What follows belongs to an exercise in optimizing a design on an open flow for small area; a production flow would make more cautious choices. The RTL was checked by simulation tests, not by an equivalence proof against the original design. No activity file was given, so power comes from the tool's default toggle rates.

==> design/flow/design.v <==
package playback_pkg;
    localparam int DATA_W       = 8;
    localparam int CLKS_PER_BIT = 16;             
    localparam int CLK_CNT_W    = $clog2(CLKS_PER_BIT);
    localparam int FRAME_BITS   = DATA_W + 2;     
    localparam int MSG_DEPTH = 64;
    localparam int MSG_AW    = 6;
    localparam int CAP_DEPTH = 256;
    localparam int CAP_AW    = 8;
    localparam int CNT_W     = CAP_AW + 1;        
    localparam int RING_LW   = 1;                 
    localparam logic [DATA_W-1:0] STOP_CHAR = 8'h04;
    typedef enum logic [2:0] {
        IDLE,
        MSG_READ,     
        MSG_SEND,     
        CAP_READ,     
        CAP_SEND,     
        MSG_DONE,
        CAP_DONE      
    } ctrl_state_t;
endpackage
`timescale 1ns/1ps
module uart_rx (
    input  logic                              CLK100MHZ,
    input  logic                              rst,
    input  logic                              rxd,
    output logic [playback_pkg::DATA_W-1:0]   rx_byte,     
    output logic                              rx_strobe,
    output logic                              rx_busy
);
    logic rx_meta;
    logic rx_sync;
    logic rx_prev;                                           
    logic [playback_pkg::CLK_CNT_W-1:0]        clk_cnt;
    logic [$clog2(playback_pkg::DATA_W+3)-1:0] bit_idx;    
    logic [playback_pkg::DATA_W-1:0]           shift;    
    logic                                      bit_end;
    assign bit_end = (clk_cnt == playback_pkg::CLK_CNT_W'(playback_pkg::CLKS_PER_BIT - 1));
    always_ff @(posedge CLK100MHZ) begin
        if (rst) begin
            rx_meta <= 1'b1;   
            rx_sync <= 1'b1;
            rx_prev <= 1'b1;
        end else begin
            rx_meta <= rxd;
            rx_sync <= rx_meta;
            rx_prev <= rx_sync;
        end
    end
    always_ff @(posedge CLK100MHZ) begin
        if (rst) begin
            rx_busy   <= 1'b0;
            rx_strobe <= 1'b0;
            clk_cnt   <= '0;
            bit_idx   <= '0;
        end else begin
            rx_strobe <= 1'b0;
            if (!rx_busy) begin
                if (rx_prev && !rx_sync) begin
                    rx_busy <= 1'b1;
                    bit_idx <= '0;
                    clk_cnt <= playback_pkg::CLK_CNT_W'(playback_pkg::CLKS_PER_BIT / 2);
                end
            end else if (bit_end) begin
                clk_cnt <= '0;
                bit_idx <= bit_idx + 1'b1;
                if (bit_idx == 0 && rx_sync) begin
                    rx_busy <= 1'b0;   
                end else if (bit_idx == playback_pkg::DATA_W + 1) begin
                    rx_strobe <= rx_sync;   
                    clk_cnt   <= playback_pkg::CLK_CNT_W'(playback_pkg::CLKS_PER_BIT / 2);
                end else if (bit_idx == playback_pkg::DATA_W + 2) begin
                    rx_busy <= 1'b0;   
                end
            end else begin
                clk_cnt <= clk_cnt + 1'b1;
            end
        end
    end
    assign rx_byte = shift;
    always_ff @(posedge CLK100MHZ) begin
        if (rx_busy && bit_end && bit_idx != 0 && bit_idx <= playback_pkg::DATA_W) begin
            shift <= {rx_sync, shift[playback_pkg::DATA_W-1:1]};
        end
    end
endmodule
`timescale 1ns/1ps
module uart_tx (
    input  logic                              CLK100MHZ,
    input  logic                              rst,
    input  logic                              tx_send,
    input  logic [playback_pkg::DATA_W-1:0]   tx_data,
    output logic                              txd,
    output logic                              tx_busy
);
    logic [playback_pkg::FRAME_BITS-1:0]         frame;
    logic [playback_pkg::CLK_CNT_W-1:0]          clk_cnt;
    logic                                        bit_end;
    assign bit_end = (clk_cnt == playback_pkg::CLK_CNT_W'(playback_pkg::CLKS_PER_BIT - 1));
    always_ff @(posedge CLK100MHZ) begin
        if (rst) begin
            tx_busy <= 1'b0;
        end else if (!tx_busy) begin
            tx_busy <= tx_send;
        end else if (bit_end && frame[playback_pkg::FRAME_BITS-1:1] == '0) begin
            tx_busy <= 1'b0;   
        end
    end
    always_ff @(posedge CLK100MHZ) begin
        if (rst || !tx_busy) begin
            clk_cnt <= '0;
        end else begin
            clk_cnt <= clk_cnt + 1'b1;
        end
    end
    always_ff @(posedge CLK100MHZ) begin
        if (tx_send && !tx_busy) begin
            frame <= {1'b1, tx_data, 1'b0};
        end else if (tx_busy && bit_end) begin
            frame <= {1'b0, frame[playback_pkg::FRAME_BITS-1:1]};
        end
    end
    assign txd = frame[0] || !tx_busy;   
endmodule
`timescale 1ns/1ps
module message_rom (
    input  logic                              CLK100MHZ,
    input  logic [playback_pkg::MSG_AW-1:0]   msg_addr,
    output logic [playback_pkg::DATA_W-1:0]   msg_byte
);
    logic [playback_pkg::DATA_W-1:0] mem [playback_pkg::MSG_DEPTH];
    initial begin
        $readmemh("message.hex", mem);
    end
    always_comb begin
        msg_byte = '0;
        for (int i = 0; i < playback_pkg::MSG_DEPTH; i++) begin
            msg_byte = msg_byte | (mem[i] & {playback_pkg::DATA_W{msg_addr == playback_pkg::MSG_AW'(i)}});
        end
    end
endmodule
`timescale 1ns/1ps
module capture_buffer (
    input  logic                              CLK100MHZ,
    input  logic                              rst,
    input  logic                              rxd,
    input  logic [playback_pkg::CAP_AW-1:0]   cap_key,     
    input  logic                              cap_clear,
    output logic [playback_pkg::DATA_W-1:0]   cap_byte,
    output logic [playback_pkg::CNT_W-1:0]    cap_count,
    output logic                              rx_busy
);
    localparam int W    = playback_pkg::DATA_W;
    localparam int LW   = playback_pkg::RING_LW;             
    localparam int LN   = 1 << LW;                           
    localparam int GW   = playback_pkg::CAP_AW - LW;         
    localparam int S    = 1 << GW;                           
    localparam int SW   = W * LN;                            
    logic [W-1:0]                    rx_byte;
    logic                            rx_strobe;
    logic [playback_pkg::CAP_AW-1:0] wr_ptr;
    logic                            full;
    logic                            wr_en;
    logic [SW*S-1:0]                 ring;        
    logic [SW-1:0]                   ring_in;     
    logic [GW-1:0]                   phase;       
    logic [W-1:0]                    new_byte;    
    logic                            new_go;
    logic [W-1:0]                    rd_byte;
    uart_rx u_rx (
        .CLK100MHZ (CLK100MHZ),
        .rst       (rst),
        .rxd       (rxd),
        .rx_byte   (rx_byte),
        .rx_strobe (rx_strobe),
        .rx_busy   (rx_busy)
    );
    assign wr_ptr  = cap_count[playback_pkg::CAP_AW-1:0];
    assign full    = cap_count[playback_pkg::CAP_AW];
    assign wr_en   = rx_strobe && !full && !cap_clear;   
    always_ff @(posedge CLK100MHZ) begin
        if (rst || cap_clear) begin
            cap_count <= '0;
        end else if (wr_en) begin
            cap_count <= cap_count + 1'b1;
        end
    end
    always_ff @(posedge CLK100MHZ) begin
        if (rst) begin
            phase <= '0;
        end else begin
            phase <= phase + 1'b1;
        end
    end
    assign new_go = (phase == wr_ptr[GW-1:0]);
    always_comb begin
        ring_in = ring[SW*(S-1) +: SW];
        for (int l = 0; l < LN; l++) begin
            if (new_go && wr_ptr[playback_pkg::CAP_AW-1:GW] == LW'(l)) begin
                ring_in[W*l +: W] = new_byte;
            end
        end
    end
    always_ff @(posedge CLK100MHZ) begin
        ring <= {ring[SW*(S-1)-1:0], ring_in};
    end
    always_ff @(posedge CLK100MHZ) begin
        if (wr_en) begin
            new_byte <= rx_byte;
        end
    end
    always_ff @(posedge CLK100MHZ) begin
        if (phase == cap_key[GW-1:0]) begin
            rd_byte <= ring_in[W*cap_key[playback_pkg::CAP_AW-1:GW] +: W];
        end
    end
    assign cap_byte = (cap_key == wr_ptr) ? new_byte : rd_byte;
endmodule
`timescale 1ns/1ps
module playback_ctrl (
    input  logic                              CLK100MHZ,
    input  logic                              rst,
    input  logic                              play_msg,
    input  logic                              play_capture,
    input  logic [playback_pkg::DATA_W-1:0]   msg_byte,
    input  logic [playback_pkg::DATA_W-1:0]   cap_byte,
    input  logic [playback_pkg::CNT_W-1:0]    cap_count,
    output logic [playback_pkg::MSG_AW-1:0]   msg_addr,
    output logic [playback_pkg::CAP_AW-1:0]   cap_key,     
    output logic                              cap_clear,
    output logic                              txd,
    output logic                              tx_busy
);
    playback_pkg::ctrl_state_t state;
    playback_pkg::ctrl_state_t state_nxt;
    logic [playback_pkg::CNT_W-1:0]  ptr;
    logic [playback_pkg::CNT_W-1:0]  ptr_inc;
    logic                            cap_mode;
    logic                            tx_send;
    logic [playback_pkg::DATA_W-1:0] tx_data;
    logic                            msg_end;
    assign ptr_inc  = ptr + 1'b1;
    assign cap_mode = (state == playback_pkg::CAP_READ) || (state == playback_pkg::CAP_SEND);
    assign msg_addr = ptr[playback_pkg::MSG_AW-1:0];
    assign cap_key  = cap_mode ? ptr_inc[playback_pkg::CAP_AW-1:0] : playback_pkg::CAP_AW'(1);
    assign msg_end  = ptr[playback_pkg::MSG_AW];   
    assign tx_data  = (state == playback_pkg::CAP_READ) ? cap_byte : msg_byte;
    assign cap_clear = (state == playback_pkg::CAP_DONE);
    uart_tx u_tx (
        .CLK100MHZ (CLK100MHZ),
        .rst       (rst),
        .tx_send   (tx_send),
        .tx_data   (tx_data),
        .txd       (txd),
        .tx_busy   (tx_busy)
    );
    always_comb begin
        state_nxt = state;
        tx_send   = 1'b0;
        case (state)
            playback_pkg::IDLE: begin
                if (play_msg) begin
                    state_nxt = playback_pkg::MSG_READ;   
                end else if (play_capture) begin
                    state_nxt = playback_pkg::CAP_READ;
                end
            end
            playback_pkg::MSG_READ: begin
                if (msg_byte == playback_pkg::STOP_CHAR) begin
                    state_nxt = playback_pkg::MSG_DONE;
                end else if (!tx_busy) begin
                    tx_send   = 1'b1;
                    state_nxt = playback_pkg::MSG_SEND;
                end
            end
            playback_pkg::MSG_SEND: begin
                if (!tx_busy) begin
                    state_nxt = msg_end ? playback_pkg::MSG_DONE : playback_pkg::MSG_READ;
                end
            end
            playback_pkg::CAP_READ: begin
                if (ptr == cap_count) begin
                    state_nxt = playback_pkg::CAP_DONE;   
                end else if (!tx_busy) begin
                    tx_send   = 1'b1;
                    state_nxt = playback_pkg::CAP_SEND;
                end
            end
            playback_pkg::CAP_SEND: begin
                if (!tx_busy) begin
                    state_nxt = playback_pkg::CAP_READ;
                end
            end
            default: state_nxt = playback_pkg::IDLE;   
        endcase
    end
    always_ff @(posedge CLK100MHZ) begin
        if (rst) begin
            state <= playback_pkg::IDLE;
            ptr   <= '0;
        end else begin
            state <= state_nxt;
            if (state == playback_pkg::MSG_DONE || state == playback_pkg::CAP_DONE) begin
                ptr <= '0;
            end else if (tx_send) begin
                ptr <= ptr_inc;   
            end
        end
    end
endmodule
`timescale 1ns/1ps
module text_playback_top (
    input  logic                              CLK100MHZ,
    input  logic                              rst,
    input  logic                              rxd,
    input  logic                              play_msg,
    input  logic                              play_capture,
    output logic                              txd,
    output logic                              tx_busy,
    output logic                              rx_busy,
    output logic [playback_pkg::CNT_W-1:0]    bytes_loaded
);
    logic [playback_pkg::MSG_AW-1:0] msg_addr;
    logic [playback_pkg::DATA_W-1:0] msg_byte;
    logic [playback_pkg::CAP_AW-1:0] cap_key;
    logic [playback_pkg::DATA_W-1:0] cap_byte;
    logic                            cap_clear;
    message_rom u_msg_rom (
        .CLK100MHZ (CLK100MHZ),
        .msg_addr  (msg_addr),
        .msg_byte  (msg_byte)
    );
    capture_buffer u_cap_buf (
        .CLK100MHZ (CLK100MHZ),
        .rst       (rst),
        .rxd       (rxd),
        .cap_key   (cap_key),
        .cap_clear (cap_clear),
        .cap_byte  (cap_byte),
        .cap_count (bytes_loaded),   
        .rx_busy   (rx_busy)
    );
    playback_ctrl u_ctrl (
        .CLK100MHZ    (CLK100MHZ),
        .rst          (rst),
        .play_msg     (play_msg),
        .play_capture (play_capture),
        .msg_byte     (msg_byte),
        .cap_byte     (cap_byte),
        .cap_count    (bytes_loaded),
        .msg_addr     (msg_addr),
        .cap_key      (cap_key),
        .cap_clear    (cap_clear),
        .txd          (txd),
        .tx_busy      (tx_busy)
    );
endmodule
==> design/flow/message.hex <==
// one character per line in hex, 04 ends the message; all 64 entries listed
48
69
20
74
68
65
72
65
04
04
04
04
04
04
04
04
04
04
04
04
04
04
04
04
04
04
04
04
04
04
04
04
04
04
04
04
04
04
04
04
04
04
04
04
04
04
04
04
04
04
04
04
04
04
04
04
04
04
04
04
04
04
04
04
==> design/flow/flow/run.sh <==
#!/bin/bash
# Standard layout with two changes:
# - synthesis maps the logic with an area-only ABC script (no buffering or
#   sizing there; the placer's repair handles drive strengths), otherwise
#   the standard flow's synthesis script unchanged;
# - a leaner clock tree: no dummy loads for balancing, mid-size clock
#   buffers, and single-drive buffers on the ports.
set -euo pipefail
W=$(pwd)
cat > my_synth.tcl <<EOF
proc abc {args} {
  set i [lsearch -exact \$args -script]
  if { \$i >= 0 && [string match *abc_*.script [lindex \$args [expr {\$i + 1}]]] && ![string match *retime* [lindex \$args [expr {\$i + 1}]]] } {
    set args [lreplace \$args \$i [expr {\$i + 1}] -script $W/flow/abc_area_only.script]
    set j [lsearch -exact \$args -D]
    if { \$j >= 0 } { set args [lreplace \$args \$j [expr {\$j + 1}]] }
  }
  yosys abc {*}\$args
}
EOF
cat synth_recipe.tcl >> my_synth.tcl
# The standard flow's make command, run for synthesis with the script above
MK=$(grep '^make ' standard.sh | sed -e "s#SYNTH_SCRIPT=[^ ]*#SYNTH_SCRIPT=$W/my_synth.tcl#" -e 's#"${@:-finish}"#synth#')
eval "$MK" > synth.log 2>&1
export CTS_ARGS="-sink_clustering_enable -repair_clock_nets -dont_use_dummy_load -buf_list sky130_fd_sc_hd__clkbuf_4 -root_buf sky130_fd_sc_hd__clkbuf_16 -sink_clustering_size 10 -sink_clustering_max_diameter 40"
export BUFFER_PORTS_ARGS="-buffer_cell sky130_fd_sc_hd__buf_1"
bash standard.sh > standard.log 2>&1
==> design/flow/flow/abc_area_only.script <==
strash; &get -n; &deepsyn -T 30; &put; dc2; dch -f; amap; topo
==> design/flow/standard.sh <==
#!/bin/bash
# synth_recipe.tcl (not shown) runs the flow's synth.tcl, then flattens the netlist and writes it again
# the make line also repeats each setting of config.mk as NAME=value (left out here)
make -C /OpenROAD-flow-scripts/flow DESIGN_CONFIG=/design/flow/config.mk WORK_HOME=/design/flow/orfs CLKGATE_MAP_FILE= SYNTH_SCRIPT=/design/flow/synth_recipe.tcl "${@:-finish}"
==> design/flow/config.mk <==
export PLATFORM = sky130hd
export DESIGN_NAME = text_playback_top
export DESIGN_NICKNAME = text_playback_top
export VERILOG_FILES = /design/flow/design.v
export SDC_FILE = /design/flow/constraint.sdc
export NUM_CORES = 4
export LEC_CHECK = 0
export ABC_AREA = 1
export CAP_MARGIN = 20
export CORE_MARGIN = 2
export CORE_UTILIZATION = 70
export SLEW_MARGIN = 20
==> design/flow/constraint.sdc <==
create_clock -name core_clock -period 10.0 [get_ports {CLK100MHZ}]
set_input_delay 2.0000 -clock core_clock [delete_from_list [all_inputs] [get_ports {CLK100MHZ}]]
set_output_delay 2.0000 -clock core_clock [all_outputs]
set_load 0.01 [all_outputs]
==> results of run 1 <==
==> cells by family (layout without fill, tap and decap cells) <==
kind of cell | after synthesis | after routing | synth area share [%]
AO/OA/AOI/OAI | 135 | 135 | 2.04
XOR/XNOR | 1 | 1 | 0.0195
adder cells (fa/ha/maj) | 12 | 12 | 0.334
buffers and inverters | 77 | 326 | 0.652
flip-flops | 2128 | 2128 | 95.6
other | 0 | 2 | 0
AND/OR/NAND/NOR | 140 | 140 | 1.36
==> metal layers <==
metal	vias up	GRT usage (%)	routed length, µm
li1	8389	-	-
met4	0	7.06	1050
met2	335	28.0	26600
met1	7725	24.4	26500
met3	94	5.73	3200
met5	-	0	0
==> flip-flops by register name, summed over array words and instances (netlist names) <==
signal                    flops
u_cap_buf.cap_count           9
u_cap_buf.new_byte            8
u_cap_buf.phase               7
u_cap_buf.rd_byte             8
u_cap_buf.ring             2048
u_cap_buf.u_rx.bit_idx        4
u_cap_buf.u_rx.clk_cnt        4
u_cap_buf.u_rx.rx_busy        1
u_cap_buf.u_rx.rx_meta        1
u_cap_buf.u_rx.rx_prev        1
u_cap_buf.u_rx.rx_strobe      1
u_cap_buf.u_rx.rx_sync        1
u_cap_buf.u_rx.shift          8
u_ctrl.ptr                    9
u_ctrl.state                  3
u_ctrl.u_tx.clk_cnt           4
u_ctrl.u_tx.frame            10
u_ctrl.u_tx.tx_busy           1
==> power breakdown <==
part / total [W] / internal, W / switching (W)
clock: 0.00335 / 0.00109 / 0.00226
combinational: 0.000199 / 0.0000612 / 0.000138
sequential: 0.00889 / 0.00878 / 0.000104
==> layout by cell type, fill, tap and decap left out, types with 2 or more instances in the layout <==
| master | count |
|---|---|
| dfxtp_1 | 2096 |
| clkbuf_4 | 233 |
| clkinv_1 | 76 |
| nor2_1 | 67 |
| o22ai_1 | 46 |
| nand2_1 | 33 |
| edfxtp_1 | 32 |
| o21ai_0 | 20 |
| buf_1 | 16 |
| a211oi_1 | 15 |
| nor3_1 | 14 |
| a21oi_1 | 12 |
| ha_1 | 12 |
| or2_0 | 7 |
| a221oi_1 | 7 |
| o32ai_1 | 6 |
| o221ai_1 | 4 |
| and3_1 | 4 |
| nand3_1 | 4 |
| nor2b_1 | 3 |
| a2111oi_0 | 3 |
| o31ai_1 | 3 |
| diode_2 | 2 |
| a22oi_1 | 2 |
| a32oi_1 | 2 |
| nand4_1 | 2 |
| or4_1 | 2 |
==> cells in the mapped netlist (3+ instances only) <==
cell type     n
o21ai_0      20
ha_1         12
a211oi_1     16
o221ai_1      4
nand3_1       4
nor3_1       14
o31ai_1       3
or2_0         7
nor2b_1       3
a221oi_1      7
o32ai_1       6
nand2_1      33
nor2_1       67
a21oi_1      12
dfxtp_1    2096
clkinv_1     76
a2111oi_0     4
edfxtp_1     32
o22ai_1      46
and3_1        4
==> final timing paths <==
| kind | end | cells past startpoint |
|---|---|---|
| setup / recovery | u_ctrl.u_tx.frame[1] | 14 |
| hold / removal | u_cap_buf.ring[1723] | 0 |
| setup reg to reg | u_ctrl.u_tx.frame[1] | 14 |
| hold reg to reg | u_cap_buf.ring[1723] | 0 |
==> area by class of cell <==
class                   instances  area [µm²]
well taps                     846        1060
repair buffers                 16        60.1
inverters                      76         285
diodes                          2        5.00
clock buffers                 234        1770
flip-flops and latches       2128       42900
multi-input cells             288        1710
fillers                      3282       15400
==> metrics by stage <==
stage	hold WS (ns)	area [µm²]	util [%]	worst slack, ns	power [W]
6_report	0.230	47800	75.7	5.72	0.0124
4_1_cts	0.232	47800	75.6	5.82	0.0126
5_1_grt	0.232	47800	75.7	5.17	0.0129
3_5_place_dp	0.312	46000	72.8	5.85	0.00928
3_3_place_gp	0.310	46000	72.8	5.86	0.00926
2_1_floorplan	0.310	44900	-	6.17	0.00916
==> results.json, run 1 <==
{
  "synth-edff-count": 32,
  "outcome": "complete, no violations",
  "core_area_mm2": 0.0632,
  "finalHoldViolations": 0,
  "initial_utilization_pct": 71.0,
  "cap_violations": 0,
  "io_pins": 17,
  "synthDistinctLibCells": 43,
  "end_kind": "flop",
  "synth.top_cell.area_share_pct": 93.5,
  "leakage_nw": 19.0,
  "synth_seq_cells": 2128,
  "grt_pass1_vias": 18000,
  "routed_wl_um": 57400,
  "grt_first_pass_wirelength_um": 93600,
  "ant_nets": 0,
  "r2r-start": "u_ctrl.ptr[2]",
  "async_flop_share_pct": 0,
  "crit_top_cell": "clkinv_1",
  "drive_gt1_share_pct": 8.61,
  "die_area_mm2": 0.0662,
  "cts_setup_buffers": 0,
  "clock_sinks": 2128,
  "worstPathMaxFanout": 10,
  "startpoint_type": "flop",
  "critPathSlowestCell": "nor2_1",
  "drv_slew": 0,
  "final_nets": 2761,
  "regToRegSetupSlack_ns": 5.72,
  "dp_cells": 3354,
  "fin_crit_ns": 4.28,
  "cts_buffer_depth": 3,
  "yosys_warnings": 5,
  "critPathLaunch": "u_ctrl.ptr[2]",
  "synthesis.area_mm2": 0.0449,
  "critical-path-top-delay-family": "simple AND/OR/NAND/NOR gates",
  "die_w_um": 257,
  "rsz0062_at_grt": "no",
  "ys.flop_type": "dfxtp_1",
  "grt_usage_pct": 18.2,
  "path_clk_slew_ns": 0.10,
  "drt_iter0_drc": 753,
  "antenna_found_initial": 4,
  "cp_num_buf_inv": 5,
  "period_share_pct": 42.8,
  "numPortBuffers": 16,
  "viasPerCell": 4.61,
  "setup_viol": 0,
  "gp_congestion": 0.817,
  "clock_skew_ns": 0.131,
  "worstPathRequired_ns": 10.47,
  "instances_no_fill": 3590,
  "synth_area_per_cell_um2": 18.0,
  "post_cts_resized": 0,
  "cts_tree": "built",
  "min-delay-start": "u_cap_buf.ring[1707]",
  "cpPeakStageDelay_ns": 0.57,
  "routedWlPerCell_um": 16.0,
  "cp.arrival_ns": 4.74,
  "worstPathCellList": "clkinv_1 -> nor3_1 -> clkinv_1 -> nor3_1 -> clkinv_1 -> nor3_1 -> a21oi_1 -> nor2_1 -> clkinv_1 -> o221ai_1 -> nor2_1 -> clkinv_1 -> o32ai_1 -> o32ai_1",
  "ys_seq_area_share_pct": 95.6,
  "slew_headroom_pct": 46.6,
  "dp_hpwl_um": 33800,
  "die_h_um": 257,
  "yosys-top-cells-area": "dfxtp_1, edfxtp_1, o22ai_1",
  "clockRootBuffer": "clkbuf_16",
  "h-tree-depth": 4,
  "grt_max_degree": 19,
  "ctsHoldBuffers": 0,
  "clk_latency_ns": 0.77,
  "numCtsBuffers": 234,
  "syn_inst": 2493,
  "hold_path.class": "flop to flop",
  "firstDrtPassIters": 5,
  "peakVddDrop_v": 0.000161,
  "finalSetupTns_ns": 0,
  "overflow": 0,
  "power_density_mw_per_mm2": 260,
  "area_growth_pct": 6.49,
  "syn-num-nets": 2510,
  "tightest_slew_ns": 0.797,
  "max_freq_mhz": 234,
  "rows": 92,
  "drc_errors": 0,
  "critPathKind": "flop to flop",
  "vias": 16500,
  "synth_top_cell_by_area": "dfxtp_1"
}
==> run 2: changes to the inputs <==
--- a/design/flow/config.mk
+++ b/design/flow/config.mk
@@ -6,7 +6,6 @@
 export NUM_CORES = 4
 export LEC_CHECK = 0
-export ABC_AREA = 1
 export CAP_MARGIN = 20
 export CORE_MARGIN = 2
-export CORE_UTILIZATION = 70
+export CORE_UTILIZATION = 55
 export SLEW_MARGIN = 20
==> run 2 against run 1 <==
Net effect: clock skew rose by 0.038 ns; first-iteration DRC count fell by 27%; sequential power barely moved; clock power barely moved; critical path type unchanged; critical endpoint is now u_ctrl.u_tx.frame[7].
==> results.json, run 2 <==
{
  "reg_top3": "u_cap_buf.ring: 2048 flops, u_ctrl.u_tx.frame: 10 flops",
  "finalSetupTns_ns": 0,
  "die_h_um": 290,
  "cts_tree": "built",
  "ys_top_cells_by_count": "dfxtp_1, clkinv_1, nor2_1, o22ai_1, nand2_1",
  "die_area_mm2": 0.0839,
  "fin_crit_ns": 4.68,
  "cts_buffer_depth": 3,
  "vias": 16600,
  "fin_util_pct": 59.7,
  "grt_first_pass_wirelength_um": 84200,
  "critPathKind": "flop to flop",
  "leakage_nw": 19.1,
  "drt_iter0_drc": 552,
  "tightest_slew_ns": 1.02,
  "viasPerCell": 4.35,
  "synth.top_cell.area_share_pct": 93.5,
  "yosysMostFrequentCell": "dfxtp_1",
  "drive_gt1_share_pct": 8.80,
  "clock_sinks": 2128,
  "cts_setup_buffers": 0,
  "firstDrtPassIters": 4,
  "slew_headroom_pct": 31.2,
  "max_freq_mhz": 214,
  "ctsHoldBuffers": 0,
  "synthDistinctLibCells": 43,
  "path_clk_slew_ns": 0.09,
  "grt_usage_pct": 12.7,
  "drc_errors": 0,
  "h-tree-depth": 4,
  "io_pins": 17,
  "post_dp_cell_area_mm2": 0.0463,
  "worstPathCellList": "clkinv_1 -> nor2_1 -> clkinv_1 -> nor2_1 -> clkinv_1 -> nor3_1 -> clkinv_1 -> a211oi_1 -> o22ai_1 -> a2111oi_0 -> o221ai_1 -> nor2_1 -> clkinv_1 -> o22ai_1 -> o21ai_0",
  "cpPeakStageDelay_ns": 0.60,
  "end_kind": "flop",
  "routed_wl_um": 51100,
  "antenna_found_initial": 1,
  "ant_nets": 0,
  "clock_skew_ns": 0.169,
  "ys.flop_type": "dfxtp_1",
  "critical-path-top-delay-family": "compound AO/OA/AOI/OAI gates",
  "pwr-share-seq_pct": 71.2,
  "initial_utilization_pct": 55.7,
  "rows": 104,
  "crit_top_cell": "clkinv_1",
  "p_comb_share_pct": 1.7,
  "critPathSlowestCell": "a2111oi_0",
  "numCtsBuffers": 240,
  "yosys-top-cells-area": "dfxtp_1, edfxtp_1, o22ai_1",
  "peakVddDrop_v": 0.000161,
  "hold_path.class": "flop to flop",
  "final_common_cell": "dfxtp_1",
  "finalHoldViolations": 0,
  "setup_viol": 0,
  "overflow": 0,
  "synth_seq_cells": 2128,
  "synth_top_cell_by_area": "dfxtp_1",
  "top_register": "u_cap_buf.ring",
  "grt_max_degree": 19,
  "area_growth_pct": 7.20,
  "p_sw_w": 0.00250,
  "outcome": "complete, no violations",
  "largest_reg_flops": 2048,
  "synth-edff-count": 32,
  "grt_pass1_vias": 16700,
  "die_w_um": 290,
  "rsz0062_at_grt": "no",
  "worstPathRequired_ns": 10.42,
  "cap_violations": 0,
  "swShare_pct": 20.0,
  "power_density_mw_per_mm2": 259,
  "startpoint_type": "flop",
  "cp_num_buf_inv": 5,
  "period_share_pct": 46.8,
  "core_area_mm2": 0.0807,
  "drv_slew": 0,
  "synthesis.area_mm2": 0.0449,
  "power_frac_clock_pct": 27.1,
  "p_int_w": 0.00996,
  "final_cell_mix": "dfxtp_1, clkbuf_4, clkinv_1, nor2_1, o22ai_1",
  "syn-num-nets": 2510,
  "dp_hpwl_um": 28000,
  "routedWlPerCell_um": 13.4,
  "numPortBuffers": 16,
  "clockRootBuffer": "clkbuf_16",
  "cp.arrival_ns": 5.11,
  "yosys_warnings": 5,
  "worstPathMaxFanout": 8,
  "clk_latency_ns": 0.82,
  "synth_area_per_cell_um2": 18.0,
  "ys_seq_area_share_pct": 95.6,
  "final_nets": 2768,
  "post_cts_resized": 0,
  "design_area_mm2": 0.0481,
  "async_flop_share_pct": 0,
  "gp_congestion": 0.778,
  "syn_inst": 2493
}
==> run 2: cell count changes in the layout (fill, tap and decap cells not counted), sizes merged <==
cell / change
diode: +1
clkbuf: +6
buf: +1
==> run 2: logic make-up (layout without fill, tap and decap cells) <==
logic type	Yosys count	count (layout)	share of synthesized area (%)
AOI/OAI and AO/OA	135	135	2.04
xor gates and xnor gates	1	1	0.0195
adders and majority gates	12	12	0.334
buffers and inverters	77	333	0.652
DFF	2128	2128	95.6
other	0	3	0
and+or+nand+nor	140	140	1.36
==> run 2: final timing paths <==
kind,start,endpoint,slack (ns),cells after the start
max,u_ctrl.ptr[2],u_ctrl.u_tx.frame[7],5.32,15
max reg2reg,u_ctrl.ptr[2],u_ctrl.u_tx.frame[7],5.32,15
min reg2reg,u_cap_buf.ring[1550],u_cap_buf.ring[1566],0.18,0
min,u_cap_buf.ring[1550],u_cap_buf.ring[1566],0.18,0
==> run 2: worst reg2reg max path, stage by stage, from the launching register on <==
cell and delay (ns):
dfxtp_1 0.50, clkinv_1 0.26, nor2_1 0.23, clkinv_1 0.14, nor2_1 0.31, clkinv_1 0.16
nor3_1 0.29, clkinv_1 0.14, a211oi_1 0.49, o22ai_1 0.13, a2111oi_0 0.60, o221ai_1 0.40
nor2_1 0.24, clkinv_1 0.23, o22ai_1 0.24, o21ai_0 0.10
==> run 2: per-stage QoR <==
step / setup slack [ns] / hold slack [ns] / power, W / instances
floorplan: 6.17 / 0.310 / 0.00916 / 2493
global placement: 5.12 / 0.310 / 0.00929 / 3569
detailed placement: 5.16 / 0.312 / 0.00928 / 3569
CTS: 5.12 / 0.193 / 0.0127 / 3809
global route: 4.82 / 0.183 / 0.0131 / 3812
finish: 5.32 / 0.181 / 0.0125 / 3812
==> run 2: metal layers <==
metal / vias to the layer above / track usage (%) / share of wire (%)
met5: - / 0 / 0
li1: 8410 / - / -
met4: 0 / 6.58 / 2.7
met1: 7757 / 18.7 / 53
met2: 296 / 16.5 / 39
met3: 118 / 4.37 / 5.6
==> run 2: layout make-up <==
cell class | count | area [µm²]
inverters | 76 | 285
fillers | 6030 | 32500
well taps | 1060 | 1330
clock buffers | 240 | 1820
flip-flops and latches | 2128 | 42900
multi-input cells | 288 | 1700
diodes | 3 | 7.51
repair buffers | 17 | 67.6
==> run 2: power groups by stage <==
stage | logic [W] | clock network [W] | registers (W)
6_report | 0.000211 | 0.00337 | 0.00887
5_1_grt | 0.000233 | 0.00391 | 0.00891
4_1_cts | 0.000212 | 0.00358 | 0.00888
3_5_place_dp | 0.000211 | 0 | 0.00907
3_3_place_gp | 0.000217 | 0 | 0.00907
2_1_floorplan | 0.000135 | 0 | 0.00903

## what the ideal ports hide
No port has a modelled driver above. Below, the same layouts with a new extraction and two added sets of constraints.
Step 1: set_driving_cell puts a clkbuf_16 on CLK100MHZ and a buf_2 on each other input, an assumption about the parent block.
Step 2 times the ports against the registers' clock, not the clock port: input delays grow and output delays shrink by t, the midpoint of the rising clock arrivals with the driver on.
Three values: ideal, step 1, step 2; two values: the first two.
run	t (ns)	slack for setup (ns)	worst setup path after step 2	latest minus earliest clock arrival (ns)
run 1	0.772	5.725 / 5.725 / 5.725	register to register	0.139 / 0.139
run 2	0.804	5.319 / 5.319 / 5.319	register to register	0.172 / 0.172
After both steps every run listed still meets setup and hold.
